Optimization exercise on an open flow, not production practice. RTL: at most simulated, not proved equivalent. Function not checked: run 5. Power: default activity.

### design.v
module riscv_multicycle #(
  parameter int unsigned  N        = 32,
  parameter logic [N-1:0] RESET_PC = '0
) (
  input  logic                clk,
  input  logic                rst,
  output logic                mem_req,
  output logic                mem_we,
  output logic [N-1:0]        mem_addr,
  output logic [N-1:0]        mem_wdata,
  input  logic [N-1:0]        mem_rdata,
  input  logic                mem_ready,
  output logic                retire,
  output logic                trap,
  output logic [N-1:0]        pc_out
);
  localparam logic [6:0] OP_LOAD   = 7'b0000011;
  localparam logic [6:0] OP_STORE  = 7'b0100011;
  localparam logic [6:0] OP_R      = 7'b0110011;
  localparam logic [6:0] OP_IMM    = 7'b0010011;
  localparam logic [6:0] OP_BRANCH = 7'b1100011;
  localparam logic [6:0] OP_JAL    = 7'b1101111;
  logic [N-1:0] r_pc4;     
  logic [N-1:0] r_tgt;     
  logic [11:0]  r_dlo;     
  logic [N-13:0] r_dhi;    
  logic [N-13:0] r_dalt;   
  logic         r_dsel;    
  logic         r_take;    
  logic [N-1:0] r_a;       
  logic [N-1:0] r_b;       
  logic [N-1:0] r_p, r_g;  
  logic [11:0]  r_imm;     
  logic [4:0]   r_rd;
  logic         r_ld, r_jal, r_wb, r_sub, r_and, r_or, r_slt;
  logic         r_ag;      
  logic         r_dm;      
  logic         r_we;      
  logic         r_ret;     
  logic         r_ill;     
  logic [N-1:0] r_rf [1:31];
  logic [31:1]  r_v;       
  logic [31*N-1:0] w_rf;
  always_comb
    for (int k = 1; k < 32; k++) w_rf[(k-1)*N +: N] = r_rf[k];
  logic [N-1:0] w_res;
  rv_alu #(.N(N)) u_alu (
    .p(r_p), .g(r_g), .cin(r_sub), .op_and(r_and), .op_or(r_or), .op_slt(r_slt),
    .op_jal(r_jal), .pc4(r_pc4), .res(w_res)
  );
  logic [N-1:0] w_fa;      
  rv_bus #(.N(N)) u_bus (
    .m(r_dm), .dsel(r_dsel), .dlo(r_dlo), .dhi(r_dhi), .dalt(r_dalt),
    .t(r_take), .x(r_tgt), .y(r_pc4), .q(w_fa)
  );
  assign mem_req   = ~r_ill & ~r_ag;
  assign mem_we    = r_we;
  assign mem_addr  = w_fa;
  assign mem_wdata = r_b;
  assign retire    = r_ret;
  assign trap      = r_ill;
  assign pc_out    = r_pc4;
  logic w_facc, w_dacc;
  assign w_facc = mem_ready & ~r_dm & ~r_ill;
  assign w_dacc = mem_ready & r_dm & ~r_ag;
  logic [6:0] d_op, d_f7;
  logic [2:0] d_f3;
  logic [4:0] d_rd, d_rs1, d_rs2;
  logic       d_ld, d_st, d_r, d_i, d_br, d_jal, d_alu3, d_legal;
  logic [N-1:0] d_immi, d_imms, d_immb, d_immj;
  assign d_op  = mem_rdata[6:0];
  assign d_rd  = mem_rdata[11:7];
  assign d_f3  = mem_rdata[14:12];
  assign d_rs1 = mem_rdata[19:15];
  assign d_rs2 = mem_rdata[24:20];
  assign d_f7  = mem_rdata[31:25];
  assign d_alu3  = (d_f3 == 3'b000) || (d_f3 == 3'b111) || (d_f3 == 3'b110) || (d_f3 == 3'b010);
  assign d_ld    = (d_op == OP_LOAD)  && (d_f3 == 3'b010);
  assign d_st    = (d_op == OP_STORE) && (d_f3 == 3'b010);
  assign d_r     = (d_op == OP_R) && (((d_f7 == 7'b0000000) && d_alu3) ||
                                      ((d_f7 == 7'b0100000) && (d_f3 == 3'b000)));
  assign d_i     = (d_op == OP_IMM) && d_alu3;
  assign d_br    = (d_op == OP_BRANCH) && (d_f3 == 3'b000);
  assign d_jal   = (d_op == OP_JAL);
  assign d_legal = d_ld | d_st | d_r | d_i | d_br | d_jal;
  assign d_immi = {{(N-12){mem_rdata[31]}}, mem_rdata[31:20]};
  assign d_imms = {{(N-12){mem_rdata[31]}}, mem_rdata[31:25], mem_rdata[11:7]};
  assign d_immb = {{(N-13){mem_rdata[31]}}, mem_rdata[31], mem_rdata[7], mem_rdata[30:25],
                   mem_rdata[11:8], 1'b0};
  assign d_immj = {{(N-21){mem_rdata[31]}}, mem_rdata[31], mem_rdata[19:12], mem_rdata[20],
                   mem_rdata[30:21], 1'b0};
  logic         w_fwd1, w_fwd2, w_haz;
  logic [N-1:0] w_rfa, w_rfb, w_opa, w_opb;
  assign w_fwd1 = r_wb && (d_rs1 == r_rd);
  assign w_fwd2 = r_wb && (d_rs2 == r_rd);
  assign w_haz  = (d_ld | d_st) && w_fwd1;
  rv_rdport #(.N(N)) u_rda (
    .sel(d_rs1), .valid(r_v), .regs(w_rf), .ovr(r_ag), .alt(r_a), .q(w_rfa)
  );
  rv_rdport #(.N(N)) u_rdb (
    .sel(d_rs2), .valid(r_v), .regs(w_rf), .ovr(1'b0), .alt({N{1'b0}}), .q(w_rfb)
  );
  assign w_opa = w_fwd1 ? w_res : w_rfa;
  assign w_opb = w_fwd2 ? w_res : w_rfb;
  logic         d_sub;
  logic [N-1:0] w_bsel, w_bx;
  assign d_sub  = (d_r && d_f7[5] && (d_f3 == 3'b000)) || ((d_r || d_i) && (d_f3 == 3'b010));
  assign w_bsel = d_i ? d_immi : w_opb;
  assign w_bx   = d_sub ? ~w_bsel : w_bsel;
  logic [N-1:0] w_tgt;
  logic [11:0]  w_dlo;
  logic [N-13:0] w_dalt;
  logic         w_dsel;
  logic [11:0]  w_offs;
  logic         w_eq;
  always_comb begin
    if (r_ag)          w_offs = r_imm;
    else if (d_op[5])  w_offs = d_imms[11:0];
    else               w_offs = d_immi[11:0];
  end
  assign w_tgt = w_fa + (d_op[2] ? d_immj : d_immb);
  rv_agen #(.N(N)) u_dad (.a(w_rfa), .off(w_offs), .lo(w_dlo), .alt(w_dalt), .sel(w_dsel));
  rv_eq   #(.N(N)) u_eq  (.a(w_opa), .b(w_opb), .eq(w_eq));
  logic         w_we;
  logic [N-1:0] w_wd;
  assign w_we = r_wb | (r_ld & w_dacc);
  assign w_wd = r_dm ? mem_rdata : w_res;
  always_ff @(posedge clk) begin
    for (int k = 1; k < 32; k++)
      if (w_we && r_rd == 5'(k)) r_rf[k] <= w_wd;
  end
  always_ff @(posedge clk or negedge rst) begin
    if (!rst) r_v <= '0;
    else
      for (int k = 1; k < 32; k++)
        if (w_we && r_rd == 5'(k)) r_v[k] <= 1'b1;
  end
  always_ff @(posedge clk) begin
    if (w_facc) begin
      r_a   <= w_opa;
      r_b   <= w_bsel;
      r_p   <= w_opa ^ w_bx;
      r_g   <= w_opa & w_bx;
      r_imm <= w_offs;
      r_rd  <= d_rd;
      r_tgt <= w_tgt;
    end
    if (w_facc | r_ag) begin
      r_dlo  <= w_dlo;
      r_dhi  <= w_rfa[N-1:12];
      r_dalt <= w_dalt;
      r_dsel <= w_dsel;
    end
  end
  always_ff @(posedge clk or negedge rst) begin
    if (!rst) begin
      r_pc4  <= RESET_PC;
      r_take <= 1'b0;
      r_ld   <= 1'b0;
      r_jal  <= 1'b0;
      r_wb   <= 1'b0;
      r_sub  <= 1'b0;
      r_and  <= 1'b0;
      r_or   <= 1'b0;
      r_slt  <= 1'b0;
      r_ag   <= 1'b0;
      r_dm   <= 1'b0;
      r_we   <= 1'b0;
      r_ret  <= 1'b0;
      r_ill  <= 1'b0;
    end else begin
      r_ret <= 1'b0;
      if (w_facc) begin
        r_pc4  <= w_fa + N'(4);
        r_take <= d_jal | (d_br & w_eq);
        r_ld   <= d_ld;
        r_jal  <= d_jal;
        r_wb   <= (d_r | d_i | d_jal) && (d_rd != 5'd0);
        r_sub  <= d_sub;
        r_and  <= (d_f3 == 3'b111);
        r_or   <= (d_f3 == 3'b110);
        r_slt  <= (d_f3 == 3'b010);
        r_ag   <= w_haz;
        r_dm   <= d_ld | d_st;
        r_we   <= d_st;
        r_ret  <= d_r | d_i | d_br | d_jal;
        r_ill  <= !d_legal;
      end else if (r_ag) begin
        r_ag   <= 1'b0;
      end else if (w_dacc) begin
        r_dm   <= 1'b0;
        r_we   <= 1'b0;
        r_ret  <= 1'b1;
      end
    end
  end
endmodule
module rv_alu #(
  parameter int unsigned N = 32
) (
  input  logic [N-1:0] p,
  input  logic [N-1:0] g,
  input  logic         cin,
  input  logic         op_and,
  input  logic         op_or,
  input  logic         op_slt,
  input  logic         op_jal,
  input  logic [N-1:0] pc4,
  output logic [N-1:0] res
);
  logic [N-1:0] gg, pp, sum;
  logic         lt;
  always_comb begin
    gg = g;
    pp = p;
    gg[0] = g[0] | (p[0] & cin);
    for (int d = 1; d < N; d = d * 2)
      for (int i = N - 1; i >= d; i = i - 1) begin
        gg[i] = gg[i] | (pp[i] & gg[i-d]);
        pp[i] = pp[i] & pp[i-d];
      end
    sum = p ^ {gg[N-2:0], cin};
    lt  = p[N-1] ? sum[N-1] : g[N-1];
    if (op_jal)      res = pc4;
    else if (op_and) res = g;
    else if (op_or)  res = p | g;
    else if (op_slt) res = {{(N-1){1'b0}}, lt};
    else             res = sum;
  end
endmodule
module rv_rdport #(
  parameter int unsigned N = 32
) (
  input  logic [4:0]      sel,
  input  logic [31:1]     valid,
  input  logic [31*N-1:0] regs,
  input  logic            ovr,
  input  logic [N-1:0]    alt,
  output logic [N-1:0]    q
);
  logic [31:0]     oh;
  logic [32*N-1:0] d;
  logic [4*N-1:0]  gq;
  always_comb begin
    oh[0] = ovr;
    for (int k = 1; k < 32; k++) oh[k] = (sel == 5'(k)) && valid[k] && !ovr;
  end
  assign d = {regs, alt};
  for (genvar g = 0; g < 4; g++) begin : grp
    rv_ao8n #(.N(N)) u_ao (.s(oh[8*g +: 8]), .d(d[8*g*N +: 8*N]), .qn(gq[g*N +: N]));
  end
  assign q = ~(gq[0 +: N] & gq[N +: N] & gq[2*N +: N] & gq[3*N +: N]);
endmodule
module rv_ao8n #(
  parameter int unsigned N = 32
) (
  input  logic [7:0]     s,
  input  logic [8*N-1:0] d,
  output logic [N-1:0]   qn
);
  logic [N-1:0] q;
  always_comb begin
    q = '0;
    for (int j = 0; j < 8; j++) q = q | ({N{s[j]}} & d[j*N +: N]);
  end
  assign qn = ~q;
endmodule
module rv_eq #(
  parameter int unsigned N = 32
) (
  input  logic [N-1:0] a,
  input  logic [N-1:0] b,
  output logic         eq
);
  assign eq = (a == b);
endmodule
module rv_bus #(
  parameter int unsigned N = 32
) (
  input  logic          m,
  input  logic          dsel,
  input  logic [11:0]   dlo,
  input  logic [N-13:0] dhi,
  input  logic [N-13:0] dalt,
  input  logic          t,
  input  logic [N-1:0]  x,
  input  logic [N-1:0]  y,
  output logic [N-1:0]  q
);
  assign q = m ? {dsel ? dalt : dhi, dlo} : (t ? x : y);
endmodule
module rv_agen #(
  parameter int unsigned N = 32
) (
  input  logic [N-1:0]  a,
  input  logic [11:0]   off,
  output logic [11:0]   lo,
  output logic [N-13:0] alt,
  output logic          sel
);
  localparam int unsigned H = N - 12;
  logic [12:0]  s13;
  logic [H-1:0] h, k, z;
  rv_addgp #(.N(13)) u_lo (.a({1'b0, a[11:0]}), .b({1'b0, off}), .s(s13));
  assign lo  = s13[11:0];
  assign sel = s13[12] ^ off[11];
  always_comb begin
    h = a[N-1:12];
    k = h ^ {H{off[11]}};
    z = k;
    for (int d = 1; d < H; d = d * 2)
      for (int i = H - 1; i >= d; i = i - 1)
        z[i] = z[i] & z[i-d];
    alt = h ^ {z[H-2:0], 1'b1};
  end
endmodule
module rv_add #(
  parameter int unsigned N = 32
) (
  input  logic [N-1:0] a,
  input  logic [N-1:0] b,
  input  logic         cin,
  output logic [N-1:0] s
);
  logic [N-1:0] p, g, t;
  always_comb begin
    p = a ^ b;
    g = a;
    t = p;
    g[0] = p[0] ? cin : a[0];
    for (int d = 1; d < N; d = d * 2)
      for (int i = N - 1; i >= d; i = i - 1) begin
        g[i] = t[i] ? g[i-d] : g[i];
        t[i] = t[i] & t[i-d];
      end
    s = p ^ {g[N-2:0], cin};
  end
endmodule
module rv_addgp #(
  parameter int unsigned N = 32
) (
  input  logic [N-1:0] a,
  input  logic [N-1:0] b,
  output logic [N-1:0] s
);
  logic [N-1:0] p, g, gg, pp;
  always_comb begin
    p = a ^ b;
    g = a & b;
    gg = g;
    pp = p;
    for (int d = 1; d < N; d = d * 2)
      for (int i = N - 1; i >= d; i = i - 1) begin
        gg[i] = gg[i] | (pp[i] & gg[i-d]);
        pp[i] = pp[i] & pp[i-d];
      end
    s = p ^ {gg[N-2:0], 1'b0};
  end
endmodule
### run.sh
#!/bin/bash
# synth_recipe.tcl (not shown) runs the flow's synth.tcl, then flattens the netlist and writes it again
# the make line also repeats each setting of config.mk as NAME=value (left out here)
make -C /OpenROAD-flow-scripts/flow DESIGN_CONFIG=/design/flow/config.mk WORK_HOME=/design/flow/orfs CLKGATE_MAP_FILE= SYNTH_SCRIPT=/design/flow/synth_recipe.tcl finish
### config.mk
export PLATFORM = sky130hd
export DESIGN_NAME = riscv_multicycle
export DESIGN_NICKNAME = riscv_multicycle
export VERILOG_FILES = /design/flow/design.v
export SDC_FILE = /design/flow/constraint.sdc
export NUM_CORES = 4
export LEC_CHECK = 0
export CAP_MARGIN = 20
export CELL_PAD_IN_SITES_DETAIL_PLACEMENT = 1
export CORE_MARGIN = 2
export CORE_UTILIZATION = 30
export PLACE_DENSITY = 0.4
export SETUP_SLACK_MARGIN = 4.5
export SLEW_MARGIN = 20
export SYNTH_HIERARCHICAL = 1
export TNS_END_PERCENT = 10
### constraint.sdc
create_clock -name core_clock -period 9.0 [get_ports {clk}]
set_input_delay 1.8000 -clock core_clock [delete_from_list [all_inputs] [get_ports {clk}]]
set_output_delay 1.8000 -clock core_clock [all_outputs]
set_load 0.01 [all_outputs]
==> results of run 1 <==
power by group:
part / internal [mW] / leakage (nW) / switching, mW / total [mW]
sequential: 7.14 / 12.1 / 0.0727 / 7.21
clock: 3.59 / 2.38 / 2.60 / 6.19
combinational: 0.477 / 8.70 / 1.31 / 1.79
total: 11.2 / 23.2 / 3.98 / 15.2
per-layer routing:
metal | up-vias | GRT usage (%) | share of wire (%)
met1 | 23580 | 31.78 | 43
li1 | 18930 | - | -
met3 | 350 | 3.468 | 5.6
met2 | 1661 | 39.39 | 48
met4 | 6 | 7.454 | 3.2
met5 | - | 0 | 0.017
logic make-up after synthesis:
kind of cell / share of synthesized area [%]
fa+ha+maj: 1.613
simple gates: 9.906
mux: 4.406
compound gates: 16.18
flops: 62.06
xor+xnor: 2.450
buf+inv: 3.372
other cells: 0.01207
cells in the final DEF, fill, tap and decap left out, types with 40 or more instances in the layout:
cell and count:
xnor2_1 58, buf_4 222, conb_1 40, mux2_4 64, ha_1 76, mux2_2 80
o21ai_0 100, mux2i_1 62, a21oi_1 94, clkbuf_16 153, dfrtp_1 72, edfxtp_1 1222
clkdlybuf4s50_1 116, nor2_1 100, nand4_1 88, and4_1 219, nand2_1 187, xor2_1 109
a22oi_1 1030
sequential cells by signal, summed over array words and instances, names as in the netlist, 31 cells and up:
signal  count
r_b        32
r_p        32
r_a        32
r_tgt      32
r_rf      992
r_g        32
r_pc4      32
r_v        31
cells in the mapped netlist, drive strengths merged, types with 88 or more instances:
cell       n
a21oi     97
mux2     144
and4     263
a22oi   1034
nand4     89
o21ai    127
edfxtp  1222
nand2    189
nor2     133
xor2     116
mux2i     88
buf      244
per-stage QoR:
stage | power (mW) | util [%] | area [µm²] | setup WS [ps] | instances
floorplan | 8.183 | - | 62350 | 4400 | 4517
global placement | 9.024 | 32.25 | 66650 | 1779 | 7216
detailed placement | 9.044 | 32.25 | 66650 | 1829 | 7216
CTS | 15.29 | 35.26 | 72860 | 4329 | 7572
global route | 15.65 | 35.47 | 73300 | 4365 | 7589
finish | 15.19 | 35.47 | 73300 | 4342 | 7592
area by class of cell:
cell class                      count  share of cell area, %
Antenna cell                        4                0.01365
Clock buffer                      188                  5.525
Clock inverter                     84                  1.116
Inverter                           36                 0.1946
Multi-Input combinational cell   2882                  30.87
Sequential cell                  1298                  52.67
Tap cell                         2704                  4.615
Timing Repair Buffer              396                  4.999
worst max path at each step:
| stage | start | endpoint | slack [ps] | depth (start not counted) |
|---|---|---|---|---|
| global placement | mem_rdata[19] | r_take$_DFFE_PN0P_ | 1780 | 15 |
| detailed placement | mem_rdata[19] | r_take$_DFFE_PN0P_ | 1830 | 14 |
| floorplan | mem_rdata[19] | r_dsel$_DFFE_PP_ | 4400 | 14 |
| global route | mem_rdata[20] | r_take$_DFFE_PN0P_ | 4370 | 15 |
| CTS | r_g[3]$_DFFE_PP_ | r_take$_DFFE_PN0P_ | 4330 | 16 |
| finish | mem_rdata[20] | r_take$_DFFE_PN0P_ | 4340 | 16 |
timing repair:
action | 4_1_cts | 5_1_grt
hold buffers | 0 | 0
setup buffers | 80 | 16
pin swaps | 59 | 29
gates cloned | 4 | 0
gates resized for setup | 260 | 88
setup endpoints to repair | 460 | 199
critical path: stages:
cell	delay, ps
buf_2	170
buf_12	170
nor2b_4	150
buf_4	190
and3_4	260
buf_4	240
a22oi_1	210
and4_1	290
nand4_1	350
mux2_4	430
xor2_2	260
nor4_1	320
nand4_1	130
nor2_1	130
a21oi_1	70
o21ai_0	160
==> reports/summary.txt, run 1 <==
worst hold endpoint: r_v[8]$_DFFE_PN0P_
Synth-to-Final Area Change: 17.86%
Critical Path End Type: register
fill count: 21400
Clock Pin Slew Worst Setup and Hold Paths: 60 ps
critical path class: primary input to register
Final Hold Fails: 0
area of the multi-input gates: 22630 µm²
Worst Setup Start Kind: primary input
Synth area leader: edfxtp_1
deepest clock path buffer count: 3
Reg2Reg Setup Slack: 4560 ps
via count: 44530
Yosys warnings: 13
drt wl/cell: 33.84 µm
fraction of layout instances using a drive strength above 1: 19.19%
Clock Sinks: 1298
CORE AREA: 206700 µm²
max_cap viols: 0
full die area: 211000 µm²
Ports: 135
r2r startpoint: r_p[0]$_DFFE_PP_
Post-synth EDFFs: 1222
Starting Density: 30.10%
pin count of the biggest net entering global routing: 85
synthesized area: 62190 µm²
critical path arrival: 5370 ps
Post-Syn Instances: 4479
Hold Worst Slack: 492.3 ps
Netlist cell types: 118
Reg-to-Reg End: r_take$_DFFE_PN0P_
final setup TNS: 0 ps
storage element area: 38610 µm²
IO Port Bufs: 134
number of global-route vias before repair: 45050
total congestion overflow: 0
RSZ-0062 raised after global routing: yes
post-synth top area share: 59.00%
# DRC: 0
Final Max Tran Viols: 0
final WL: 256.9 mm
Crit Path Max Fanout: 12
Peak supply drop: 0.1927 mV
ys flop type: edfxtp_1
first drt pass iteration count: 6
initial antenna violation count: 15
Worst Clk Skew: 34.00 ps
HP Start: r_v[8]$_DFFE_PN0P_
root buffer cell: clkbuf_16
Yosys reg bits: 1298
global-route wire length before repair: 355.8 mm
Die W: 459.3 µm
Worst Hold Class: register to register
total power per unit cell area: 207.2 nW/µm²
H-tree depth: 4
top cells by area, synth: edfxtp_1, a22oi_1, and4_1
Mapped Avg Cell Area: 13.89 µm²
P_leak: 23.17 nW
Starting DRT DRC Count: 4289
GRT Total Usage: 23.70%
Die H: 459.3 µm
Rel. slew slack: 27.96%
Final Critical Period: 4658 ps
Worst Path Required: 9720 ps
FF-to-FF path depth: 19
DP Wirelength: 175.4 mm
clock latency on the worst-skew pair: 820 ps
asr flop ratio synth: 5.855%
status: timing/DRC/antenna clean
Final #Nets: 4877
CTS tree: done
Final ANT Viol Nets: 0
via density per instance: 5.865
fmax: 214.7 MHz
FP Rows: 167
sequential-to-total area share from yosys stat: 62.06%
GPL Wtd Cong: 0.8998
fin crit share: 51.76%
Worst Hold Depth: 1
Num CTS Buffers: 149
Final setup viols: 0
Slew @ Worst Pin: 1078 ps
Testbench counts, summed over its fixed seeds: cycles 90,854, retired 72,013.
==> run 2, diff against run 1 <==
--- a/config.mk
+++ b/config.mk
@@ -11,5 +11,5 @@
 export CORE_UTILIZATION = 30
 export PLACE_DENSITY = 0.4
-export SETUP_SLACK_MARGIN = 4.5
+export SETUP_SLACK_MARGIN = 4.8
 export SLEW_MARGIN = 20
 export SYNTH_HIERARCHICAL = 1
==> run 2 against run 1 <==
Effect of this change: critical path depth fell by 2; synthesized area unchanged; clock power hardly changed; still clean; total power is 0.29% higher; critical path type unchanged; fmax grew 3.3%.
==> reports/summary.txt, run 2 <==
status: timing/DRC/antenna clean
total power per unit cell area: 203.2 nW/µm²
via density per instance: 5.857
ys flop type: edfxtp_1
Post-synth EDFFs: 1222
Ports: 135
Rel. slew slack: 29.20%
count leader, synth: edfxtp_1
Final #Nets: 4966
Num CTS Buffers: 149
Sw Ratio: 26.31%
max_cap viols: 0
Post-Syn Instances: 4479
Die H: 459.3 µm
fmax: 221.8 MHz
HP Start: r_jal$_DFFE_PN0P_
clock latency on the worst-skew pair: 830 ps
fraction of layout instances using a drive strength above 1: 21.88%
post-synth top area share: 59.00%
P_leak: 24.04 nW
Final Critical Period: 4510 ps
Synth-to-Final Area Change: 20.51%
Netlist cell types: 118
Final ANT Viol Nets: 0
Final Max Tran Viols: 0
drt wl/cell: 33.97 µm
CP startpoint: mem_rdata[24]
Crit Path Max Fanout: 12
Final setup viols: 0
full die area: 211000 µm²
IO Port Bufs: 134
critical path arrival: 5170 ps
DP Wirelength: 175.4 mm
Yosys reg bits: 1298
sequential-to-total area share from yosys stat: 62.06%
Starting DRT DRC Count: 4254
asr flop ratio synth: 5.855%
Peak supply drop: 0.1957 mV
Starting Density: 30.10%
total congestion overflow: 0
Largest register FFs: 992
Gate power share: 12.0%
Slew @ Worst Pin: 1059 ps
critical path class: primary input to register
area of the multi-input gates: 22990 µm²
number of global-route vias before repair: 45730
Worst Path Required: 9660 ps
Critical Path End Type: register
most used cells in the layout excluding fill and tap cells: edfxtp_1, a22oi_1, buf_4, and4_1, nand2_1
Mapped Avg Cell Area: 13.89 µm²
Worst Hold Class: register to register
Internal Power: 11.22 mW
Synth area leader: edfxtp_1
Biggest register: r_rf
commonest non-fill, non-tap cell in the layout: edfxtp_1
Post-synth top cells: edfxtp_1, a22oi_1, and4_1
CTS tree: done
final WL: 261.0 mm
Sw Pwr: 4.008 mW
sequential share of power: 47.4%
GPL Wtd Cong: 0.8998
part of the power in the clock network: 40.7%
deepest clock path buffer count: 3
Die W: 459.3 µm
global-route wire length before repair: 362.4 mm
initial antenna violation count: 14
Hold Worst Slack: 492.7 ps
final setup TNS: 0 ps
Clock Pin Slew Worst Setup and Hold Paths: 60 ps
total power draw: 15.23 mW
hold_buf cts: 0
via count: 45000
root buffer cell: clkbuf_16
Yosys warnings: 13
DP Area: 66650 µm²
H-tree depth: 4
final core occ: 36.27%
first drt pass iteration count: 6
Final Hold Fails: 0
FP Rows: 167
CORE AREA: 206700 µm²
top cells by area, synth: edfxtp_1, a22oi_1, and4_1
RSZ-0062 raised after global routing: yes
# DRC: 0
synthesized area: 62190 µm²
r2r startpoint: r_sub$_DFFE_PN0P_
fin crit share: 50.11%
Clock Sinks: 1298
fill count: 21310
final instance area: 74950 µm²
storage element area: 38610 µm²
Worst Clk Skew: 34.41 ps
Worst Setup Start Kind: primary input
GRT Total Usage: 24.17%
pin count of the biggest net entering global routing: 85
-- run 2: changes by cell type in the layout (fill, tap and decap cells not counted), sizes merged, moves of 4 or more --
cell	before	now
buf	272	359
dlygate4sd2	3	17
bufbuf	1	5
dlymetal6s2s	1	8
clkdlybuf4s50	116	91
-- run 2: metrics by stage --
step | worst slack (ps) | cells
floorplan | 4400 | 4517
CTS | 4519 | 7667
global route | 4443 | 7678
finish | 4490 | 7683
global placement | 1779 | 7216
detailed placement | 1829 | 7216
-- run 2: timing repair --
item                       4_1_cts  5_1_grt
setup endpoints to repair      746      423
resized for setup              508       41
buffers inserted               166       10
gates cloned                    13        0
pin swaps                      123       17
-- run 2: cell families (layout without fill, tap and decap cells) --
group           Yosys count  in the layout  share of synthesized area, %
xor+xnor                174            174                         2.450
fa+ha+maj                79             79                         1.613
buf+inv                 340            792                         3.372
compound gates         1396           1396                         16.18
simple gates            958            962                         9.906
flops                  1298           1298                         62.06
mux                     232            232                         4.406
other cells               2             46                       0.01207
-- run 2: power by group through the flow --
| stage | Sequential (mW) | Combinational (mW) | Clock (mW) |
|---|---|---|---|
| 3_5_place_dp | 7.34 | 1.71 | 0 |
| 3_3_place_gp | 7.33 | 1.69 | 0 |
| 6_report | 7.21 | 1.83 | 6.19 |
| 4_1_cts | 7.21 | 1.81 | 6.32 |
| 5_1_grt | 7.22 | 1.95 | 6.52 |
| 2_1_floorplan | 7.30 | 0.883 | 0 |
-- run 2: final cells by class --
cell class | instances | area share, %
Antenna cell | 6 | 0.02003
Clock buffer | 188 | 5.404
Clock inverter | 84 | 1.092
Inverter | 36 | 0.1903
Multi-Input combinational cell | 2883 | 30.68
Sequential cell | 1298 | 51.51
Tap cell | 2704 | 4.514
Timing Repair Buffer | 484 | 6.594
-- run 2: metal layers --
metal  share of wire (%)  track usage (%)  vias up
met5               0.023                0        -
met4                 3.3            7.748       10
met3                 5.7            3.568      372
met2                  48            40.36     1656
met1                  43            32.19    23830
li1                    -                -    19140
-- run 2: path summary, 6_finish.rpt --
kind,endpoint,slack (ps),cells past startpoint
max,r_take$_DFFE_PN0P_,4490,14
min,r_jal$_DFFE_PN0P_,490,2
max reg2reg,r_take$_DFFE_PN0P_,4630,17
min reg2reg,r_jal$_DFFE_PN0P_,490,2
max in group asynchronous,r_dm$_DFFE_PN0P_,6850,2
min in group asynchronous,r_pc4[8]$_DFFE_PN0P_,960,1
-- run 2: critical path, cell delays in order --
cell and delay (ps):
buf_4 210, nor4_4 470, and4b_4 550, buf_4 240
a22oi_1 90, and4_1 270, nand4_1 320, mux2_4 250
xor2_2 450, nor4_1 120, nand4_1 120, nor2_1 50
a21oi_1 110, o21ai_0 80
==> run 3, diff against run 2 <==
--- a/config.mk
+++ b/config.mk
@@ -11,5 +11,5 @@
 export CORE_UTILIZATION = 30
 export PLACE_DENSITY = 0.4
-export SETUP_SLACK_MARGIN = 4.8
+export SETUP_SLACK_MARGIN = 4.65
 export SLEW_MARGIN = 20
 export SYNTH_HIERARCHICAL = 1
==> run 3 against run 2 <==
Effect of this change: global-route usage shrank 0.41 points; total power decreased by 0.12%; largest cell class unchanged; highest routed layer unchanged; routed wire length shrank 0.85%; flip-flop and latch count stayed put; synthesized area is the same; clock power about the same; synthesized cell count stayed put; die area did not move; sequential power about the same; register-to-register slack about the same.
==> reports/summary.txt, run 3 <==
IO Port Bufs: 134
Synth-to-Final Area Change: 19.03%
hold_buf cts: 0
H-tree depth: 4
total power per unit cell area: 205.5 nW/µm²
global routing usage on met2: 39.73%
initial antenna violation count: 15
Peak supply drop: 0.1928 mV
Final ANT Viol Nets: 0
Post-synth EDFFs: 1222
Rel. slew slack: 29.64%
Final Max Tran Viols: 0
max incr delay on CP: 490 ps
Biggest register: r_rf
fin crit share: 50.42%
P_leak: 23.55 nW
global-route wire length before repair: 356.7 mm
Starting DRT DRC Count: 4362
total power draw: 15.21 mW
largest family of logic cells by synthesized area: compound AO/OA/AOI/OAI gates
DP Wirelength: 175.4 mm
Post-synth top cells: edfxtp_1, a22oi_1, and4_1
Worst Clk Skew: 33.68 ps
Setup WS post-layout: 4462 ps
Hold Worst Slack: 491.6 ps
Yosys reg bits: 1298
final WL: 258.8 mm
critical path class: primary input to register
Place WS: 1829 ps
Post-Synth XOR/XNOR Area: 2.450%
Buf/Inv on CP: 3
RSZ-0062 raised after global routing: yes
# DRC: 0
Critical Path End Type: register
Final Hold Fails: 0
ys flop type: edfxtp_1
GR peak layer: met2
commonest non-fill, non-tap cell in the layout: edfxtp_1
Slew @ Worst Pin: 1053 ps
Worst Setup Start Kind: primary input
deepest clock path buffer count: 3
Adder-Cell Fraction of Synth Area: 1.613%
Netlist cell types: 118
mux cell area share after synthesis: 4.406%
first drt pass iteration count: 5
Post-Syn Instances: 4479
CORE AREA: 206700 µm²
Yosys warnings: 13
Final #Nets: 4911
Num CTS Buffers: 149
delay-heaviest family, CP: simple AND/OR/NAND/NOR gates
dpl cells: 7216
GPL Wtd Cong: 0.8998
asr flop ratio synth: 5.855%
Crit-path slowest cell: xor2_1
FP Rows: 167
status: timing/DRC/antenna clean
Final setup viols: 0
number of global-route vias before repair: 45190
Worst Hold Class: register to register
pin count of the biggest net entering global routing: 85
Mapped Avg Cell Area: 13.89 µm²
Die W: 459.3 µm
via density per instance: 5.853
root buffer cell: clkbuf_16
most used cells in the layout excluding fill and tap cells: edfxtp_1, a22oi_1, buf_4, and4_1, nand2_1
Largest register FFs: 992
Final Critical Period: 4538 ps
total congestion overflow: 0
critical path cell sequence: buf_4, bufbuf_16, and4bb_2, and3_1, buf_4, a22oi_1, and4_1, nand4_1, mux2_4, xor2_1, nor4_1, nand4_1, nor2_1, a21oi_1, o21ai_1
fraction of layout instances using a drive strength above 1: 20.44%
Crit Path Max Fanout: 20
Clock Sinks: 1298
count leader, synth: edfxtp_1
full die area: 211000 µm²
Worst Path Required: 9660 ps
Post-Synth Simple-Gate Area: 9.906%
met1 Use GR: 31.72%
clock latency on the worst-skew pair: 820 ps
Synth area leader: edfxtp_1
top cells by area, synth: edfxtp_1, a22oi_1, and4_1
fin cells: 7625
max_cap viols: 0
post-synth top area share: 59.00%
Clock Pin Slew Worst Setup and Hold Paths: 60 ps
sequential-to-total area share from yosys stat: 62.06%
fill count: 21350
Die H: 459.3 µm
via count: 44630
final setup TNS: 0 ps
M3 GR Usage: 3.608%
compound-cell area share of the yosys netlist: 16.18%
synthesized area: 62190 µm²
GRT Total Usage: 23.77%
CTS tree: done
Ports: 135
fmax: 220.4 MHz
drt wl/cell: 33.94 µm
Starting Density: 30.10%
critical path arrival: 5190 ps
## run 3: cell counts after synthesis
Identical to the previous run, type by type.
## run 3: power breakdown
| part | switching (mW) | internal, mW | total [mW] | leakage, nW |
|---|---|---|---|---|
| Combinational | 1.31 | 0.498 | 1.81 | 9.09 |
| Clock | 2.60 | 3.59 | 6.19 | 2.38 |
| Sequential | 0.0740 | 7.14 | 7.21 | 12.1 |
## run 3: what timing repair did
action,4_1_cts,5_1_grt
endpoints found under the setup margin,672,381
hold endpoints to repair,0,0
gates cloned,5,4
pin swaps,67,35
setup buffers,93,32
gates resized for setup,351,99
## run 3: final cells by class
cell class | count | area, µm² | share of cell area, %
antenna | 3 | 7.507 | 0.01014
clock buffer | 188 | 4050 | 5.471
clock inverter | 84 | 818.3 | 1.105
inverter | 36 | 142.6 | 0.1927
multi-input combinational | 2882 | 22850 | 30.87
sequential | 1298 | 38610 | 52.15
tap | 2704 | 3383 | 4.570
timing repair buffer | 430 | 4170 | 5.633
## run 3: path summary, 6_finish.rpt
path	endpoint	cells after the start	slack [ps]	from
max	r_take$_DFFE_PN0P_	15	4460	mem_rdata[23]
min	r_jal$_DFFE_PN0P_	2	490	r_jal$_DFFE_PN0P_
max reg2reg	r_p[26]$_DFFE_PP_	16	4630	r_p[0]$_DFFE_PP_
min reg2reg	r_jal$_DFFE_PN0P_	2	490	r_jal$_DFFE_PN0P_
max in group asynchronous	r_dm$_DFFE_PN0P_	2	6820	rst
min in group asynchronous	r_pc4[8]$_DFFE_PN0P_	1	970	rst
## run 3: cell families after synthesis
group,Yosys count
AO/OA/AOI/OAI,1396
flip-flops,1298
AND/OR/NAND/NOR,958
buffers and inverters,340
multiplexers,232
XOR/XNOR,174
adder cells (fa/ha/maj),79
other,2
## run 3: per-layer routing
metal | wire length [µm] | share of wire (%)
met1 | 111600 | 43
met2 | 124200 | 48
met3 | 14860 | 5.7
met4 | 8020 | 3.1
met5 | 57 | 0.022
## run 3: through the flow
step | cell area (µm²) | util [%]
2_1_floorplan | 62350 | -
3_3_place_gp | 66650 | 32.25
3_5_place_dp | 66650 | 32.25
4_1_cts | 73300 | 35.47
5_1_grt | 74020 | 35.82
6_report | 74030 | 35.82
## run 3: tightest hold or removal path, cell delays in order (launching register included)
cell and delay, ps:
dfrtp_2 350, nand2_1 50, nand2_1 60
==> run 4, diff against run 3 <==
--- a/config.mk
+++ b/config.mk
@@ -6,11 +6,11 @@
 export NUM_CORES = 4
 export LEC_CHECK = 0
-export CAP_MARGIN = 20
-export CELL_PAD_IN_SITES_DETAIL_PLACEMENT = 1
+export CAP_MARGIN = 10
+export CELL_PAD_IN_SITES_DETAIL_PLACEMENT = 0
 export CORE_MARGIN = 2
 export CORE_UTILIZATION = 30
 export PLACE_DENSITY = 0.4
-export SETUP_SLACK_MARGIN = 4.65
-export SLEW_MARGIN = 20
+export SETUP_SLACK_MARGIN = 4.5
+export SLEW_MARGIN = 10
 export SYNTH_HIERARCHICAL = 1
 export TNS_END_PERCENT = 10
==> run 4 against run 3 <==
Effect of this change: routed wire length shrank 3.0%; critical endpoint unchanged; synthesized area unchanged; largest cell class unchanged; still clean on timing, DRC and antenna; hold slack better by 0.92 ps; non-clock buffer count fell by 38; sequential share of layout area grew 0.58 points; worst setup slack got worse by 110 ps; critical path depth stayed put; sequential power hardly changed; via count decreased by 0.83%.
==> reports/summary.txt, run 4 <==
Mapped Avg Cell Area: 13.89 µm²
CTS tree: done
Worst Hold Class: register to register
Yosys reg bits: 1298
GPL Wtd Cong: 0.8998
Worst Setup Start Kind: primary input
Clock Pin Slew Worst Setup and Hold Paths: 60 ps
top cells by area, synth: edfxtp_1, a22oi_1, and4_1
GRT Total Usage: 23.16%
deepest clock path buffer count: 3
Post-Syn Instances: 4479
Final #Nets: 4875
Largest register FFs: 992
Final Critical Period: 4649 ps
Num CTS Buffers: 151
Rel. slew slack: 29.16%
Gate power share: 11.7%
Post-synth EDFFs: 1222
RSZ-0062 raised after global routing: yes
fmax: 215.1 MHz
global-route wire length before repair: 345.8 mm
critical path arrival: 5370 ps
HP Start: r_v[18]$_DFFE_PN0P_
Netlist cell types: 118
Post-synth top cells: edfxtp_1, a22oi_1, and4_1
Starting Density: 30.10%
Critical Path End Type: register
# DRC: 0
Sw Pwr: 3.996 mW
Slew @ Worst Pin: 1053 ps
critical path class: primary input to register
total power per unit cell area: 205.5 nW/µm²
area of the multi-input gates: 22600 µm²
Synth area leader: edfxtp_1
first drt pass iteration count: 8
Die W: 459.3 µm
via density per instance: 5.827
post-synth top area share: 59.00%
drt wl/cell: 33.03 µm
max_cap viols: 0
P_leak: 23.18 nW
IO Port Bufs: 134
Synth-to-Final Area Change: 17.72%
DP Area: 66650 µm²
clock latency on the worst-skew pair: 820 ps
fraction of layout instances using a drive strength above 1: 19.48%
Setup WS post-layout: 4351 ps
status: timing/DRC/antenna clean
synthesized area: 62190 µm²
sequential share of power: 47.9%
H-tree depth: 4
CORE AREA: 206700 µm²
Yosys warnings: 13
asr flop ratio synth: 5.855%
Starting DRT DRC Count: 5028
CP startpoint: mem_rdata[20]
Crit Path Max Fanout: 20
FP Rows: 167
Clock Sinks: 1298
final instance area: 73210 µm²
Sw Ratio: 26.55%
Die H: 459.3 µm
final WL: 250.9 mm
fill count: 19870
Place WS: 1829 ps
Ports: 135
Internal Power: 11.05 mW
Peak supply drop: 0.1674 mV
Final ANT Viol Nets: 0
Worst Path Required: 9720 ps
most used cells in the layout excluding fill and tap cells: edfxtp_1, a22oi_1, buf_4, and4_1, nand2_1
commonest non-fill, non-tap cell in the layout: edfxtp_1
ys flop type: edfxtp_1
hold_buf cts: 0
Worst Clk Skew: 34.59 ps
root buffer cell: clkbuf_16
full die area: 211000 µm²
Final Hold Fails: 0
storage element area: 38610 µm²
fin crit share: 51.65%
Final setup viols: 0
count leader, synth: edfxtp_1
number of global-route vias before repair: 43050
initial antenna violation count: 13
final setup TNS: 0 ps
sequential-to-total area share from yosys stat: 62.06%
Final Max Tran Viols: 0
DP Wirelength: 170.8 mm
Biggest register: r_rf
pin count of the biggest net entering global routing: 85
total congestion overflow: 0
via count: 44260
part of the power in the clock network: 40.4%
r2r startpoint: r_p[0]$_DFFE_PP_
## run 4: cell counts after synthesis
Identical to the previous run, type by type.
## run 4: final timing paths
check | slack (ps) | cells after the start | endpoint
min in group asynchronous | 980 | 1 | r_pc4[8]$_DFFE_PN0P_
worst min-delay path | 490 | 1 | r_v[18]$_DFFE_PN0P_
max in group asynchronous | 6830 | 2 | r_dm$_DFFE_PN0P_
worst max register to register | 4570 | 19 | r_take$_DFFE_PN0P_
worst max-delay path | 4350 | 15 | r_take$_DFFE_PN0P_
worst min register to register | 490 | 1 | r_v[18]$_DFFE_PN0P_
## run 4: cell families after synthesis
logic type	count (synthesis)	share of synthesized area, %
compound gates	1396	16.18
flops	1298	62.06
simple gates	958	9.906
buf+inv	340	3.372
mux	232	4.406
xor+xnor	174	2.450
fa+ha+maj	79	1.613
other cells	2	0.01207
## run 4: area by class of cell
type	instances	share of cell area (%)
antenna	6	0.02051
clock inverter	96	1.177
timing repair buffer	392	4.982
inverter	36	0.1948
sequential	1298	52.73
multi-input combinational	2882	30.87
tap	2704	4.621
clock buffer	182	5.404
## run 4: power groups by stage
| stage | Clock (mW) | Combinational, mW | Sequential, mW |
|---|---|---|---|
| 3_3_place_gp | 0 | 1.69 | 7.33 |
| 2_1_floorplan | 0 | 0.883 | 7.30 |
| 6_report | 6.08 | 1.76 | 7.21 |
| 4_1_cts | 6.23 | 1.75 | 7.21 |
| 3_5_place_dp | 0 | 1.69 | 7.34 |
| 5_1_grt | 6.43 | 1.88 | 7.22 |
## run 4: per-stage QoR
stage                     hold slack [ps]  total power, mW  cells  utilization, %
after floorplan                     444.9            8.183   4517               -
after global placement              468.5            9.024   7216           32.25
after detailed placement            466.1            9.028   7216           32.25
after CTS                           480.9            15.19   7580           35.29
after global routing                512.4            15.53   7591           35.42
final                               492.5            15.05   7596           35.43
## run 4: repair_timing
action / CTS / global route
buffers inserted: 82 / 10
pin swaps: 60 / 20
gates resized for setup: 291 / 54
setup endpoints to repair: 433 / 85
cloned: 4 / 0
## run 4: critical path: stages
cell and delay [ps]:
buf_2 210, buf_12 180, and2b_4 260, and3_1 230, buf_4 250, a22oi_1 270, and4_4 300, nand4_1 360
mux2_4 430, xor2_1 240, nor4_1 310, nand4_1 120, nor2_1 120, a21oi_1 70, o21ai_0 160
## run 4: per-layer routing
layer  routed length (µm)  up-vias  track usage, %
met1               108000    22990           31.49
met3                16720      324           3.626
met4                 7495        4           6.827
met5                   21        -               0
li1                     -    18960               -
met2               118700     1981           38.00
==> run 5, diff against run 4 <==
--- a/design.v
+++ b/design.v
@@ -121,5 +121,16 @@
   assign w_tgt = w_fa + (d_op[2] ? d_immj : d_immb);
   rv_agen #(.N(N)) u_dad (.a(w_rfa), .off(w_offs), .lo(w_dlo), .alt(w_dalt), .sel(w_dsel));
-  rv_eq   #(.N(N)) u_eq  (.a(w_opa), .b(w_opb), .eq(w_eq));
+  logic w_eq0, w_eq1, w_eq2;
+  rv_eq   #(.N(N)) u_eq0 (.a(w_rfa), .b(w_rfb), .eq(w_eq0));
+  rv_eq   #(.N(N)) u_eq1 (.a(w_res), .b(w_rfb), .eq(w_eq1));
+  rv_eq   #(.N(N)) u_eq2 (.a(w_rfa), .b(w_res), .eq(w_eq2));
+  always_comb begin
+    case ({w_fwd1, w_fwd2})
+      2'b00:   w_eq = w_eq0;
+      2'b10:   w_eq = w_eq1;
+      2'b01:   w_eq = w_eq2;
+      default: w_eq = 1'b1;
+    endcase
+  end
   logic         w_we;
   logic [N-1:0] w_wd;
--- a/config.mk
+++ b/config.mk
@@ -6,11 +6,11 @@
 export NUM_CORES = 4
 export LEC_CHECK = 0
-export CAP_MARGIN = 10
-export CELL_PAD_IN_SITES_DETAIL_PLACEMENT = 0
+export CAP_MARGIN = 20
+export CELL_PAD_IN_SITES_DETAIL_PLACEMENT = 1
 export CORE_MARGIN = 2
 export CORE_UTILIZATION = 30
 export PLACE_DENSITY = 0.4
 export SETUP_SLACK_MARGIN = 4.5
-export SLEW_MARGIN = 10
+export SLEW_MARGIN = 20
 export SYNTH_HIERARCHICAL = 1
 export TNS_END_PERCENT = 10
==> run 5 against run 4 <==
Effect of this change: still clean on timing, DRC and antenna; core utilization is 0.59 points higher; register-to-register slack worse by 300 ps; sequential share of layout area is 1.0 points lower; non-clock buffer count is 79 higher; total power is 12% higher; synthesized cell count is 3.0% higher; first-iteration DRC count is 4.0% higher; design area is 2.0% higher; routed wire length is 13% higher; clock-buffer cell count is 3 higher; die area is 0.70% higher; worst setup slack worse by 140 ps; largest cell class unchanged.
==> reports/summary.txt, run 5 <==
Yosys warnings: 13
Slew @ Worst Pin: 1195 ps
Worst Clk Skew: 36.87 ps
count leader, synth: edfxtp_1
Mapped Avg Cell Area: 13.58 µm²
Peak supply drop: 0.1899 mV
Post-synth top cells: edfxtp_1, a22oi_1, and4_1
Worst Path Required: 9720 ps
Synth-to-Final Area Change: 19.19%
Final Hold Fails: 0
Starting DRT DRC Count: 5227
critical path arrival: 5510 ps
Die H: 460.9 µm
Final Max Tran Viols: 0
Synth area leader: edfxtp_1
via count: 46550
Clock Pin Slew Worst Setup and Hold Paths: 60 ps
Starting Density: 30.22%
H-tree depth: 4
asr flop ratio synth: 5.855%
final instance area: 74660 µm²
total congestion overflow: 0
CORE AREA: 207300 µm²
fmax: 208.6 MHz
area of the multi-input gates: 23120 µm²
DP Wirelength: 192.2 mm
Yosys reg bits: 1298
IO Port Bufs: 134
top cells by area, synth: edfxtp_1, a22oi_1, and4_1
initial antenna violation count: 17
Rel. slew slack: 20.34%
number of global-route vias before repair: 46610
first drt pass iteration count: 7
Setup WS post-layout: 4207 ps
fin crit share: 53.26%
GRT Total Usage: 26.06%
Worst Hold Class: register to register
pin count of the biggest net entering global routing: 89
Biggest register: r_rf
post-synth top area share: 58.58%
commonest non-fill, non-tap cell in the layout: edfxtp_1
Largest register FFs: 992
Ports: 135
# DRC: 0
fraction of layout instances using a drive strength above 1: 18.52%
most used cells in the layout excluding fill and tap cells: edfxtp_1, a22oi_1, buf_4, and4_1, nand2_1
global-route wire length before repair: 387.1 mm
Worst Setup Start Kind: primary input
critical path class: primary input to register
sequential-to-total area share from yosys stat: 61.62%
Place WS: 1371 ps
total power per unit cell area: 225.2 nW/µm²
full die area: 212500 µm²
synthesized area: 62640 µm²
Num CTS Buffers: 155
ys flop type: edfxtp_1
clock latency on the worst-skew pair: 830 ps
fill count: 21640
RSZ-0062 raised after global routing: yes
via density per instance: 5.900
drt wl/cell: 35.85 µm
FP Rows: 167
Crit Path Max Fanout: 32
status: timing/DRC/antenna clean
P_leak: 23.75 nW
max_cap viols: 0
Netlist cell types: 114
Final #Nets: 5090
DP Area: 67510 µm²
Hold Worst Slack: 491.2 ps
Post-Syn Instances: 4612
Clock Sinks: 1298
CTS tree: done
root buffer cell: clkbuf_16
Die W: 460.9 µm
final setup TNS: 0 ps
Final setup viols: 0
Final ANT Viol Nets: 0
GPL Wtd Cong: 0.9037
Final Critical Period: 4793 ps
final WL: 282.8 mm
Post-synth EDFFs: 1222
storage element area: 38610 µm²
Critical Path End Type: register
deepest clock path buffer count: 3
-- run 5: cell types whose count changed after synthesis, sizes merged, moves of 8 or more --
| cell | before | now |
|---|---|---|
| nand2 | 189 | 248 |
| xor2 | 116 | 174 |
| nor4 | 21 | 39 |
| a31oi | 8 | 38 |
| mux2 | 144 | 80 |
| nor2 | 133 | 141 |
| a21o | 16 | 24 |
-- run 5: metrics by stage --
step | power, mW | utilization [%] | instances
2_1_floorplan | 9.036 | - | 4650
3_5_place_dp | 10.47 | 32.57 | 7460
3_3_place_gp | 10.44 | 32.57 | 7460
4_1_cts | 16.84 | 35.84 | 7863
5_1_grt | 17.35 | 36.02 | 7887
6_report | 16.81 | 36.02 | 7889
-- run 5: logic make-up (layout without fill, tap and decap cells) --
family | after synthesis | in the layout | synth area share [%]
xor gates and xnor gates | 238 | 238 | 3.328
AOI/OAI and AO/OA | 1440 | 1440 | 16.88
adders and majority gates | 79 | 79 | 1.602
DFF | 1298 | 1298 | 61.62
muxes | 169 | 169 | 2.880
buffers and inverters | 345 | 790 | 3.258
and+or+nand+nor | 1041 | 1043 | 10.42
other | 2 | 44 | 0.01199
-- run 5: routing by layer --
layer  vias to the layer above  wire length [µm]  GRT usage, %
met4                         8             11200         9.387
li1                      19560                 -             -
met2                      1876            133400         42.89
met5                         -                47             0
met1                     24660            120400         34.51
met3                       447             17800         4.292
-- run 5: worst paths after layout --
path / slack (ps) / start / endpoint / cells after the start
max in group asynchronous: 6890 / rst / r_take$_DFFE_PN0P_ / 2
min in group asynchronous: 860 / rst / r_pc4[8]$_DFFE_PN0P_ / 1
worst min register to register: 490 / r_ld$_DFFE_PN0P_ / r_ld$_DFFE_PN0P_ / 2
worst max register to register: 4270 / r_p[4]$_DFFE_PP_ / r_take$_DFFE_PN0P_ / 16
worst max-delay path: 4210 / mem_rdata[17] / r_take$_DFFE_PN0P_ / 15
worst min-delay path: 490 / r_ld$_DFFE_PN0P_ / r_ld$_DFFE_PN0P_ / 2
-- run 5: what timing repair did --
action | 4_1_cts | 5_1_grt
pin swaps | 72 | 14
hold buffers | 0 | 0
cloned | 4 | 0
buffers inserted | 121 | 22
endpoints found under the setup margin | 445 | 310
gates resized for setup | 235 | 44
-- run 5: final cells by class --
class	count	area share, %
antenna	4	0.01341
clock buffer	185	5.430
clock inverter	93	1.161
inverter	41	0.2162
multi-input combinational	3009	30.96
sequential	1298	51.71
tap	2788	4.673
timing repair buffer	471	5.829
-- run 5: worst max-delay path, stage by stage --
cell	delay (ps)
buf_4	160
buf_12	160
nor2b_1	370
and3_4	700
a22oi_1	250
and4_1	330
nand4_1	290
buf_4	220
xor2_1	470
nor4_1	100
nand4_1	110
nor2_1	50
mux2i_1	130
a211oi_1	90
o22a_1	200
-- run 5: where the power goes --
| group | total (mW) | leakage [nW] | internal (mW) | switching, mW |
|---|---|---|---|---|
| logic | 3.18 | 9.28 | 1.04 | 2.14 |
| clock network | 6.24 | 2.41 | 3.56 | 2.68 |
| registers | 7.39 | 12.1 | 7.23 | 0.163 |
==> run 6, diff against run 5 <==
--- a/design.v
+++ b/design.v
@@ -46,5 +46,5 @@
   logic [N-1:0] w_res;
   rv_alu #(.N(N)) u_alu (
-    .p(r_p), .g(r_g), .cin(r_sub), .op_and(r_and), .op_or(r_or), .op_slt(r_slt),
+    .p(r_p), .g(r_g), .op_and(r_and), .op_or(r_or), .op_slt(r_slt),
     .op_jal(r_jal), .pc4(r_pc4), .res(w_res)
   );
@@ -108,4 +108,7 @@
   assign w_bsel = d_i ? d_immi : w_opb;
   assign w_bx   = d_sub ? ~w_bsel : w_bsel;
+  logic [N-1:0] w_ap, w_ag;
+  assign w_ap   = w_opa ^ w_bx;
+  assign w_ag   = w_opa & w_bx;
   logic [N-1:0] w_tgt;
   logic [11:0]  w_dlo;
@@ -119,18 +122,9 @@
     else               w_offs = d_immi[11:0];
   end
-  assign w_tgt = w_fa + (d_op[2] ? d_immj : d_immb);
+  logic [N-1:0] w_timm;
+  assign w_timm = d_op[2] ? d_immj : d_immb;
+  rv_addpg #(.N(N)) u_tgt (.p(w_fa ^ w_timm), .g(w_fa & w_timm), .s(w_tgt));
   rv_agen #(.N(N)) u_dad (.a(w_rfa), .off(w_offs), .lo(w_dlo), .alt(w_dalt), .sel(w_dsel));
-  logic w_eq0, w_eq1, w_eq2;
-  rv_eq   #(.N(N)) u_eq0 (.a(w_rfa), .b(w_rfb), .eq(w_eq0));
-  rv_eq   #(.N(N)) u_eq1 (.a(w_res), .b(w_rfb), .eq(w_eq1));
-  rv_eq   #(.N(N)) u_eq2 (.a(w_rfa), .b(w_res), .eq(w_eq2));
-  always_comb begin
-    case ({w_fwd1, w_fwd2})
-      2'b00:   w_eq = w_eq0;
-      2'b10:   w_eq = w_eq1;
-      2'b01:   w_eq = w_eq2;
-      default: w_eq = 1'b1;
-    endcase
-  end
+  rv_eq   #(.N(N)) u_eq  (.a(w_opa), .b(w_opb), .eq(w_eq));
   logic         w_we;
   logic [N-1:0] w_wd;
@@ -151,6 +145,6 @@
       r_a   <= w_opa;
       r_b   <= w_bsel;
-      r_p   <= w_opa ^ w_bx;
-      r_g   <= w_opa & w_bx;
+      r_p   <= w_ap ^ {{(N-1){1'b0}}, d_sub};
+      r_g   <= w_ag | {{(N-1){1'b0}}, w_ap[0] & d_sub};
       r_imm <= w_offs;
       r_rd  <= d_rd;
@@ -212,5 +206,4 @@
   input  logic [N-1:0] p,
   input  logic [N-1:0] g,
-  input  logic         cin,
   input  logic         op_and,
   input  logic         op_or,
@@ -220,17 +213,9 @@
   output logic [N-1:0] res
 );
-  logic [N-1:0] gg, pp, sum;
+  logic [N-1:0] sum;
   logic         lt;
+  rv_addpg #(.N(N)) u_add (.p(p), .g(g), .s(sum));
+  assign lt = p[N-1] ? sum[N-1] : g[N-1];
   always_comb begin
-    gg = g;
-    pp = p;
-    gg[0] = g[0] | (p[0] & cin);
-    for (int d = 1; d < N; d = d * 2)
-      for (int i = N - 1; i >= d; i = i - 1) begin
-        gg[i] = gg[i] | (pp[i] & gg[i-d]);
-        pp[i] = pp[i] & pp[i-d];
-      end
-    sum = p ^ {gg[N-2:0], cin};
-    lt  = p[N-1] ? sum[N-1] : g[N-1];
     if (op_jal)      res = pc4;
     else if (op_and) res = g;
@@ -240,4 +225,23 @@
   end
 endmodule
+module rv_addpg #(
+  parameter int unsigned N = 32
+) (
+  input  logic [N-1:0] p,
+  input  logic [N-1:0] g,
+  output logic [N-1:0] s
+);
+  logic [N-1:0] c, t;
+  always_comb begin
+    c = g;
+    t = p;
+    for (int d = 1; d < N; d = d * 2)
+      for (int i = N - 1; i >= d; i = i - 1) begin
+        c[i] = t[i] ? c[i-d] : c[i];
+        t[i] = t[i] & t[i-d];
+      end
+    s = p ^ {c[N-2:0], 1'b0};
+  end
+endmodule
 module rv_rdport #(
   parameter int unsigned N = 32
@@ -313,5 +317,5 @@
   logic [12:0]  s13;
   logic [H-1:0] h, k, z;
-  rv_addgp #(.N(13)) u_lo (.a({1'b0, a[11:0]}), .b({1'b0, off}), .s(s13));
+  rv_addpg #(.N(13)) u_lo (.p({1'b0, a[11:0] ^ off}), .g({1'b0, a[11:0] & off}), .s(s13));
   assign lo  = s13[11:0];
   assign sel = s13[12] ^ off[11];
@@ -326,45 +330,2 @@
   end
 endmodule
-module rv_add #(
-  parameter int unsigned N = 32
-) (
-  input  logic [N-1:0] a,
-  input  logic [N-1:0] b,
-  input  logic         cin,
-  output logic [N-1:0] s
-);
-  logic [N-1:0] p, g, t;
-  always_comb begin
-    p = a ^ b;
-    g = a;
-    t = p;
-    g[0] = p[0] ? cin : a[0];
-    for (int d = 1; d < N; d = d * 2)
-      for (int i = N - 1; i >= d; i = i - 1) begin
-        g[i] = t[i] ? g[i-d] : g[i];
-        t[i] = t[i] & t[i-d];
-      end
-    s = p ^ {g[N-2:0], cin};
-  end
-endmodule
-module rv_addgp #(
-  parameter int unsigned N = 32
-) (
-  input  logic [N-1:0] a,
-  input  logic [N-1:0] b,
-  output logic [N-1:0] s
-);
-  logic [N-1:0] p, g, gg, pp;
-  always_comb begin
-    p = a ^ b;
-    g = a & b;
-    gg = g;
-    pp = p;
-    for (int d = 1; d < N; d = d * 2)
-      for (int i = N - 1; i >= d; i = i - 1) begin
-        gg[i] = gg[i] | (pp[i] & gg[i-d]);
-        pp[i] = pp[i] & pp[i-d];
-      end
-    s = p ^ {gg[N-2:0], 1'b0};
-  end
-endmodule
--- a/config.mk
+++ b/config.mk
@@ -11,5 +11,5 @@
 export CORE_UTILIZATION = 30
 export PLACE_DENSITY = 0.4
-export SETUP_SLACK_MARGIN = 4.5
+export SETUP_SLACK_MARGIN = 4.0
 export SLEW_MARGIN = 20
 export SYNTH_HIERARCHICAL = 1
==> run 6 against run 5 <==
Effect of this change: hold slack got worse by 1.5 ps; first-iteration DRC count decreased by 7.3%; sequential share of layout area increased by 0.70 points; via count decreased by 1.5%; core utilization decreased by 0.90 points; sequential power decreased by 2%; combinational power decreased by 38%; synthesized area increased by 0.91%; die area increased by 0.91%; clock skew decreased by 3.8 ps; synthesized cell count increased by 2.1%; largest cell class unchanged; highest routed layer unchanged.
==> reports/summary.txt, run 6 <==
Post-synth top cells: edfxtp_1, a22oi_1, and4_1
top cells by area, synth: edfxtp_1, a22oi_1, and4_1
met2 WL: 126.6 mm
via count: 45830
critical path cell sequence: clkdlybuf4s18_2, buf_4, and2_4, and3_2, buf_4, a22oi_1, and4_1, nand4_1, buf_4, ha_1, mux2i_4, o221ai_4, nor2_4, a211oi_2, xor2_1, xor2_1
root buffer cell: clkbuf_16
Worst Hold Class: register to register
first drt pass iteration count: 5
drt wl/cell: 33.71 µm
fmax: 195.5 MHz
Largest register FFs: 992
Mapped Avg Cell Area: 13.42 µm²
delay-heaviest family, CP: simple AND/OR/NAND/NOR gates
# DRC: 0
via density per instance: 5.815
most frequent CP cell: buf_4
max incr delay on CP: 400 ps
post-synth top area share: 58.05%
pin count of the biggest net entering global routing: 136
Buf/Inv on CP: 4
total congestion overflow: 0
global-route wire length before repair: 371.1 mm
final instance area: 73610 µm²
final core occ: 35.12%
commonest non-fill, non-tap cell in the layout: edfxtp_1
GRT Total Usage: 24.09%
Final setup viols: 0
hold_buf cts: 0
Num CTS Buffers: 152
dpl cells: 7532
H-tree depth: 4
critical path class: primary input to register
P_leak: 22.48 nW
synthesized area: 63210 µm²
Worst Hold Depth: 1
fin cells: 7881
FP Rows: 168
Ports: 135
Crit-path slowest cell: mux2i_4
total power per unit cell area: 208.6 nW/µm²
RSZ-0062 raised after global routing: yes
full die area: 214400 µm²
asr flop ratio synth: 5.783%
Place WS: 1485 ps
ys flop type: edfxtp_1
Worst Clk Skew: 33.07 ps
Critical Path Stages: 16
most used cells in the layout excluding fill and tap cells: edfxtp_1, a22oi_1, and4_1, buf_4, nand2_1
Netlist cell types: 98
initial antenna violation count: 12
sequential-to-total area share from yosys stat: 61.02%
final WL: 265.7 mm
Setup WS post-layout: 3885 ps
fraction of layout instances using a drive strength above 1: 16.14%
Slew @ Worst Pin: 1070 ps
fin crit share: 56.84%
Yosys warnings: 14
Met3 Wirelength: 13.01 mm
critical path arrival: 5690 ps
Starting Density: 30.16%
Final Critical Period: 5115 ps
fill count: 21940
CTS tree: done
Critical Path End Type: register
FF-to-FF path depth: 14
Final ANT Viol Nets: 0
Clock Pin Slew Worst Setup and Hold Paths: 60 ps
number of global-route vias before repair: 46530
Die W: 463.0 µm
final setup TNS: 0 ps
Yosys reg bits: 1297
Worst Path Required: 9580 ps
M1 WL: 116.5 mm
Final Hold Fails: 0
Synth-to-Final Area Change: 16.45%
storage element area: 38580 µm²
status: timing/DRC/antenna clean
Post-Syn Instances: 4710
count leader, synth: edfxtp_1
Peak supply drop: 0.1458 mV
Final #Nets: 5056
Worst Setup Start Kind: primary input
clock latency on the worst-skew pair: 830 ps
IO Port Bufs: 134
DP Area: 67960 µm²
Die H: 463.0 µm
GPL Wtd Cong: 0.8988
area of the multi-input gates: 23240 µm²
Post-synth EDFFs: 1222
Synth area leader: edfxtp_1
DR top layer: met5
Rel. slew slack: 28.69%
DP Wirelength: 186.0 mm
CORE AREA: 209600 µm²
Crit Path Max Fanout: 13
Starting DRT DRC Count: 4844
max_cap viols: 0
Biggest register: r_rf
Final Max Tran Viols: 0
Clock Sinks: 1297
deepest clock path buffer count: 3
run 6: power breakdown:
part / leakage, nW / total (mW) / switching (mW) / internal, mW
clock network: 2.36 / 6.14 / 2.64 / 3.51
logic: 8.07 / 1.96 / 1.45 / 0.507
registers: 12.1 / 7.25 / 0.0812 / 7.17
total: 22.5 / 15.4 / 4.17 / 11.2
run 6: timing repair:
action                     in CTS  in global routing
hold endpoints to repair        0                  0
setup endpoints to repair     183                 39
pin swaps                      27                 16
setup buffers                  38                 27
gates resized for setup       105                 40
run 6: worst paths after layout:
check                              startpoint              endpoint  slack [ps]
min reg2reg                r_v[7]$_DFFE_PN0P_    r_v[7]$_DFFE_PN0P_         490
max in group asynchronous                 rst      r_dm$_DFFE_PN0P_        6850
min                        r_v[7]$_DFFE_PN0P_    r_v[7]$_DFFE_PN0P_         490
max                             mem_rdata[16]      r_dsel$_DFFE_PP_        3880
max reg2reg                    r_ag$_DFF_PN0_    r_take$_DFFE_PN0P_        4110
min in group asynchronous                 rst  r_pc4[0]$_DFFE_PN0P_         930
run 6: through the flow:
| step | hold slack (ps) | total power [mW] |
|---|---|---|
| floorplan | 439.3 | 8.361 |
| global placement | 472.5 | 9.274 |
| detailed placement | 470.3 | 9.297 |
| CTS | 487.0 | 15.45 |
| global route | 509.3 | 15.84 |
| finish | 489.7 | 15.36 |
run 6: area by class of cell:
| type | count | area share (%) |
|---|---|---|
| clock inverters | 86 | 0.9196 |
| inverters | 27 | 0.1479 |
| multi-input cells | 3082 | 31.58 |
| clock buffers | 196 | 5.623 |
| flip-flops and latches | 1297 | 52.41 |
| repair buffers | 386 | 4.540 |
| well taps | 2805 | 4.768 |
| diodes | 2 | 0.006799 |
run 6: logic make-up (layout without fill, tap and decap cells):
group	Yosys count	after routing	synth area share, %
mux	173	173	2.920
fa+ha+maj	75	75	1.485
simple gates	1119	1119	11.15
other cells	2	43	0.01188
buf+inv	370	695	3.328
compound gates	1475	1475	17.31
flops	1297	1297	61.02
xor+xnor	199	199	2.769
run 6: metal layers:
layer	GRT usage [%]	vias to the layer above
met4	8.145	4
met5	0	-
met1	32.22	24230
met2	40.09	1539
li1	-	19690
met3	3.185	363
Testbench counts of run 6, summed over its fixed seeds: cycles 90,854, retired 72,013.
==> run 7, diff against run 6 <==
--- a/config.mk
+++ b/config.mk
@@ -11,5 +11,5 @@
 export CORE_UTILIZATION = 30
 export PLACE_DENSITY = 0.4
-export SETUP_SLACK_MARGIN = 4.0
+export SETUP_SLACK_MARGIN = 4.5
 export SLEW_MARGIN = 20
 export SYNTH_HIERARCHICAL = 1
==> run 7 against run 6 <==
Effect of this change: hold slack gained 16 ps; design area grew 4.8%; clock skew grew 3.3 ps; total power grew 3.0%; largest cell class unchanged; largest power group unchanged; still clean on timing, DRC and antenna; non-clock buffer count grew 163; die area is the same; fmax grew 8.4%; worst setup slack gained 390 ps; clock-buffer cell count grew 4.
==> reports/summary.txt, run 7 <==
Critical Path End Type: register
Worst Path Required: 9470 ps
Final Max Tran Viols: 0
fin crit share: 52.45%
Worst Clk Skew: 36.41 ps
Post-Syn Instances: 4710
top cells by area, synth: edfxtp_1, a22oi_1, and4_1
total congestion overflow: 0
Ports: 135
Synth-to-Final Area Change: 22.03%
fmax: 211.9 MHz
Slew @ Worst Pin: 1232 ps
first drt pass iteration count: 6
Final #Nets: 5250
initial antenna violation count: 11
FF-to-FF path depth: 19
final WL: 299.0 mm
RSZ-0062 raised after global routing: yes
# DRC: 0
Mapped Avg Cell Area: 13.42 µm²
status: timing/DRC/antenna clean
final setup TNS: 0 ps
final instance area: 77130 µm²
root buffer cell: clkbuf_16
Final setup viols: 0
global-route wire length before repair: 406.2 mm
drt wl/cell: 37.00 µm
via density per instance: 6.010
deepest clock path buffer count: 3
clock latency on the worst-skew pair: 830 ps
largest family of logic cells by synthesized area: compound AO/OA/AOI/OAI gates
GRT Total Usage: 26.86%
asr flop ratio synth: 5.783%
full die area: 214400 µm²
Post-Synth Simple-Gate Area: 11.15%
count leader, synth: edfxtp_1
Rel. slew slack: 17.01%
synthesized area: 63210 µm²
mux cell area share after synthesis: 2.920%
Post-Synth XOR/XNOR Area: 2.769%
P_leak: 23.96 nW
Final ANT Viol Nets: 0
Post-synth top cells: edfxtp_1, a22oi_1, and4_1
Num CTS Buffers: 157
Biggest register: r_rf
critical path arrival: 5190 ps
FP Rows: 168
most used cells in the layout excluding fill and tap cells: edfxtp_1, a22oi_1, buf_4, nand2_1, and4_1
DP Wirelength: 196.6 mm
CP startpoint: mem_ready
Largest register FFs: 992
Netlist cell types: 98
Yosys reg bits: 1297
Die H: 463.0 µm
Reg-to-Reg End: r_take$_DFFE_PN0P_
IO Port Bufs: 134
sequential-to-total area share from yosys stat: 61.02%
Clock Sinks: 1297
Synth area leader: edfxtp_1
post-synth top area share: 58.05%
max_cap viols: 0
Adder-Cell Fraction of Synth Area: 1.485%
GPL Wtd Cong: 0.9050
commonest non-fill, non-tap cell in the layout: edfxtp_1
Die W: 463.0 µm
Peak supply drop: 0.2078 mV
Final Critical Period: 4720 ps
CORE AREA: 209600 µm²
DP Area: 68100 µm²
Crit Path Max Fanout: 21
Worst Setup EP: r_rf[15][18]$_DFFE_PP_
compound-cell area share of the yosys netlist: 17.31%
critical path class: primary input to register
pin count of the biggest net entering global routing: 121
hold_buf cts: 0
number of global-route vias before repair: 48060
Post-synth EDFFs: 1222
CTS tree: done
fraction of layout instances using a drive strength above 1: 22.58%
r2r startpoint: r_p[13]$_DFFE_PP_
Starting DRT DRC Count: 5067
Reg2Reg Setup Slack: 4400 ps
Worst Setup Start Kind: primary input
Clock Pin Slew Worst Setup and Hold Paths: 60 ps
Worst Hold Class: register to register
ys flop type: edfxtp_1
Starting Density: 30.16%
Yosys warnings: 14
H-tree depth: 4
Final Hold Fails: 0
total power per unit cell area: 205.0 nW/µm²
via count: 48560
-- run 7: logic make-up after synthesis --
group | count (synthesis)
mux | 173
simple gates | 1119
buf+inv | 370
xor+xnor | 199
fa+ha+maj | 75
flops | 1297
other cells | 2
compound gates | 1475
-- run 7: worst min-delay path by stage --
stage | endpoint | slack [ps] | cells after the start | from
detailed placement | r_v[27]$_DFFE_PN0P_ | 480 | 1 | r_v[27]$_DFFE_PN0P_
global placement | r_ld$_DFFE_PN0P_ | 480 | 2 | r_ld$_DFFE_PN0P_
finish | r_ld$_DFFE_PN0P_ | 510 | 2 | r_ld$_DFFE_PN0P_
CTS | r_ld$_DFFE_PN0P_ | 500 | 2 | r_ld$_DFFE_PN0P_
floorplan | r_v[21]$_DFFE_PN0P_ | 440 | 1 | r_v[21]$_DFFE_PN0P_
global route | r_ld$_DFFE_PN0P_ | 510 | 2 | r_ld$_DFFE_PN0P_
-- run 7: timing repair --
action / in CTS / in global routing
gates resized for setup: 369 / 120
setup buffers: 146 / 70
pin swaps: 87 / 53
gates cloned: 26 / 3
setup endpoints to repair: 538 / 149
-- run 7: final cells by class --
| type | instances | area, µm² |
|---|---|---|
| fillers | 21750 | 132400 |
| flip-flops and latches | 1297 | 38580 |
| repair buffers | 549 | 5204 |
| diodes | 5 | 12.51 |
| clock inverters | 89 | 812.0 |
| inverters | 27 | 108.9 |
| clock buffers | 200 | 4237 |
| multi-input cells | 3108 | 24670 |
| well taps | 2805 | 3510 |
-- run 7: routing by layer --
metal / vias up / part of all wire (%) / global-route usage (%)
li1: 20140 / - / -
met1: 25450 / 42 / 35.37
met2: 2389 / 46 / 43.21
met3: 573 / 7.2 / 4.781
met4: 8 / 5.1 / 11.80
met5: - / 0.020 / 0
-- run 7: power breakdown --
group | switching, mW | leakage (nW) | internal [mW]
Combinational | 1.58 | 9.45 | 0.603
Sequential | 0.0884 | 12.1 | 7.17
Clock | 2.72 | 2.46 | 3.65
-- run 7: worst max-delay path, stage by stage --
cell and delay, ps:
clkdlybuf4s50_1 670, a41oi_1 440, nand3b_1 890, nor2_4 830, buf_4 500
-- run 7: through the flow --
stage / utilization (%) / setup WS (ps) / total power, mW / hold slack, ps / std cells
final: 36.80 / 4280 / 15.82 / 505.4 / 8080
after global routing: 36.80 / 4216 / 16.25 / 509.1 / 8075
after CTS: 36.28 / 4344 / 15.83 / 498.2 / 8002
after detailed placement: 32.49 / 1654 / 9.364 / 479.1 / 7541
after global placement: 32.46 / 1719 / 9.337 / 478.9 / 7539
after floorplan: - / 4301 / 8.359 / 439.3 / 4749
